Background: an optimization exercise with open tools, aiming at a short achievable clock period and few clock cycles per item. Do not read the settings as production practice.
Function was checked by simulation only, so behaviour that the tests miss may differ from the original.
Power is estimated from default activity; no workload was simulated.

## disparity_to_point_cloud
module disparity_to_point_cloud #(
    parameter int MAX_WIDTH  = 4096,
    parameter int MAX_HEIGHT = 4096
) (
    input  logic                i_clk,
    input  logic                i_rst_n,
    input  logic                i_valid,
    output logic                o_ready,
    input  logic [40:0]         i_pix,
    output logic                o_valid,
    input  logic                i_ready,
    output logic [146:0]        o_pt,
    input  logic                i_cfg_valid,
    output logic                o_cfg_ready,
    input  logic [2:0]          i_cfg_index,
    input  logic [15:0]         i_cfg_data
);
Size: roughly 20,000 cells after synthesis, ~3,100 flip-flops, ~220 I/O pins, ~220,000 sq um of cells after synthesis.
export LEC_CHECK = 0
export CAP_MARGIN = 20
export CORE_MARGIN = 2
export CORE_UTILIZATION = 55
export SLEW_MARGIN = 20
create_clock -name core_clock -period 10.0 [get_ports {i_clk}]
standard.sh (not shown) runs the stock make flow with config.mk's settings and CLKGATE_MAP_FILE= SYNTH_SCRIPT=/design/flow/synth_recipe.tcl, a recipe that flattens the netlist after the stock synthesis.
==> flow/flow/run.sh <==
#!/bin/bash
# Own flow: the standard layout (standard.sh, unchanged synthesis and
# steps) with a larger setup repair margin, so that repair_timing keeps
# working on paths well inside the 10 ns clock. The SDC is the design's.
set -euo pipefail
bash standard.sh SETUP_SLACK_MARGIN=6.6 finish > flow_standard.log 2>&1
The baseline completed without violations.
Testbench counts at the start, summed over its fixed seeds: cycles 9,894, items 1,972.
Edit:
--- a/flow/design.v
+++ b/flow/design.v
@@ -270,15 +270,15 @@
         assign s_f[(k+1)*9 +: 9]     = f_q;
         assign s_pay[(k+1)*PW +: PW] = pay_q;
         assign s_st[(k+1)*144 +: 144] = st_q;
     end
     logic [8:0]    f_last;
     logic [143:0]  st_last;
     logic [PW-1:0] pay_last;
-    logic [146:0]  item, r_skid;
+    logic [146:0]  item, r_skid, r_head;
     logic [24:0]   r_pcnt, cnt_inc;
     logic          push, pv, fd, busy, head_free, r_sv, ov_n, sv_n;
     assign f_last   = s_f[NS*9 +: 9];
     assign st_last  = s_st[NS*144 +: 144];
     assign pay_last = s_pay[NS*PW +: PW];
     assign busy     = a_v || m1_v || m2_v || (s_v[NS:1] != '0);
     assign o_idle   = run && !busy;
@@ -306,15 +306,16 @@
         end else begin
             o_valid <= ov_n;
             r_sv    <= sv_n;
             run     <= !(ov_n && sv_n);
             if (run) ph <= !ph;
             if (push) r_pcnt <= fd ? 25'd0 : cnt_inc;
         end
-        if (head_free) o_pt <= r_sv ? r_skid : item;
+        o_pt   <= head_free ? (r_sv ? r_skid : item) : r_head;
+        r_head <= head_free ? (r_sv ? r_skid : item) : o_pt;
         if (push && (r_sv || !head_free)) r_skid <= item;
     end
 endmodule
 module disparity_to_point_cloud #(
     parameter int MAX_WIDTH  = 4096,
     parameter int MAX_HEIGHT = 4096
 ) (
Effect: Total power barely changes. Critical path depth goes up by 1. Core utilization hardly moves. Wire length increases slightly. Design area goes up slightly. First-iteration DRC count drops slightly. Via count came out higher slightly. Hold slack is about the same. Die area climbs slightly. Final cell count rose slightly. Global-route usage went down by 0.41 points.
Testbench counts after the change, summed over its fixed seeds: cycles 9,894, items 1,972.

--- another note on this design; it stands on its own ---

// disparity_to_point_cloud
module disparity_to_point_cloud #(
    parameter int MAX_WIDTH  = 4096,
    parameter int MAX_HEIGHT = 4096
) (
    input  logic                i_clk,
    input  logic                i_rst_n,
    input  logic                i_valid,
    output logic                o_ready,
    input  logic [40:0]         i_pix,
    output logic                o_valid,
    input  logic                i_ready,
    output logic [146:0]        o_pt,
    input  logic                i_cfg_valid,
    output logic                o_cfg_ready,
    input  logic [2:0]          i_cfg_index,
    input  logic [15:0]         i_cfg_data
);
    localparam int JD = dpc_pkg::JQ_DEPTH;
    localparam int JW = dpc_pkg::JOB_W;
    logic [12:0] r_width;
    logic [4:0]  r_step;
    logic [15:0] r_mind, r_base, r_focal, r_cx, r_cy;
    logic        r_cen;
    logic [11:0] r_wm1;
    logic [3:0]  r_sm1;
    logic        take, job_v, kept, byp, idle, push, pop, empty;
    logic [2:0]  used;
    logic [JW-1:0] job_f, job_b;
    assign o_cfg_ready = 1'b1;
    always_ff @(posedge i_clk) begin
        if (!i_rst_n) begin
            r_width <= 13'd640; r_step <= 5'd4; r_mind <= 16'd160;
            r_base <= 16'd120; r_focal <= 16'd8000; r_cx <= 16'd5120;
            r_cy <= 16'd3840; r_cen <= 1'b1;
        end else if (i_cfg_valid) begin
            case (i_cfg_index)
                dpc_pkg::REG_FRAME_WIDTH:   r_width <= i_cfg_data[12:0];
                dpc_pkg::REG_SAMPLING_STEP: r_step  <= i_cfg_data[4:0];
                dpc_pkg::REG_MIN_DISPARITY: r_mind  <= i_cfg_data;
                dpc_pkg::REG_BASELINE_MM:   r_base  <= i_cfg_data;
                dpc_pkg::REG_FOCAL_PX:      r_focal <= i_cfg_data;
                dpc_pkg::REG_CENTER_X:      r_cx    <= i_cfg_data;
                dpc_pkg::REG_CENTER_Y:      r_cy    <= i_cfg_data;
                default:                    r_cen   <= i_cfg_data[0];
            endcase
        end
    end
    always_ff @(posedge i_clk) begin
  ...
For scale: about 3300 flip-flops, roughly 220 I/O pins, ~220000 sq um of cells after synthesis.
clock: 10.0 ns
lec_check: 0
cap_margin: 20
core_margin: 2
core_utilization: 55
slew_margin: 20
standard.sh (not shown) runs the stock make flow with config.mk's settings and CLKGATE_MAP_FILE= SYNTH_SCRIPT=/design/flow/synth_recipe.tcl, a recipe that flattens the netlist after the stock synthesis.
==> flow/flow/run.sh <==
#!/bin/bash
# Own flow: the standard layout (standard.sh, unchanged synthesis and
# steps) with a larger setup repair margin, so that repair_timing keeps
# working on paths well inside the 10 ns clock. The SDC is the design's.
set -euo pipefail
bash standard.sh SETUP_SLACK_MARGIN=6.35 finish > flow_standard.log 2>&1
The first run completed with no timing, DRC or antenna violations.
Testbench counts at the start, summed over its fixed seeds: cycles 9,894, items 1,972.
==> next run, changes <==
--- a/flow/flow/run.sh
+++ b/flow/flow/run.sh
@@ -5,2 +5,2 @@
 set -euo pipefail
-bash standard.sh SETUP_SLACK_MARGIN=6.35 finish > flow_standard.log 2>&1
+bash standard.sh SETUP_SLACK_MARGIN=6.6 finish > flow_standard.log 2>&1
Settings changed: TNS_END_PERCENT set to 10.
Synthesized area stays the same; cell count increases slightly; global-route usage rose by 0.20 points; wire length increases slightly; synthesized cell count does not change; count of clock-buffer cells in the layout stays the same; core utilization went up by 0.15 points; clock skew hardly moves; clock power stays flat.

==> static timing again, ports no longer ideal <==
Ports are ideal in the flow. The routed layouts listed here were re-timed in OpenROAD. Step 1 (the two cells are an assumption about what drives the block):
set clk [get_ports {i_clk}]
set_driving_cell -lib_cell sky130_fd_sc_hd__clkbuf_16 $clk
set_driving_cell -lib_cell sky130_fd_sc_hd__buf_2 [delete_from_list [all_inputs] $clk]
Step 2 adds t to the input delays and takes it off the output delays; t is the mean of the earliest and latest rising clock arrival at the registers after step 1. Input paths then give back, and output paths get back, about the clock's delay inside the block. a / b / c = ideal / step 1 / step 2; a / b = the first two.
run	shift t [ns]	slack for setup (ns)	clock arrival spread, ns	worst slew at a driven data input, ns
the first run of note 1	1.091	6.242 / 6.242 / 5.685	0.098 / 0.098	0.05
the second run of note 1	1.075	6.197 / 6.197 / 5.721	0.078 / 0.077	0.11
the first run of note 2	1.069	6.156 / 6.156 / 5.504	0.077 / 0.078	0.11
the second run of note 2	1.086	6.187 / 6.163 / 5.715	0.080 / 0.080	0.11
After both steps setup and hold are still met in every run listed. The setup slack of the first run of note 2, which loses most, moves by 0.000 ns with the drivers and by -0.652 ns with both steps.
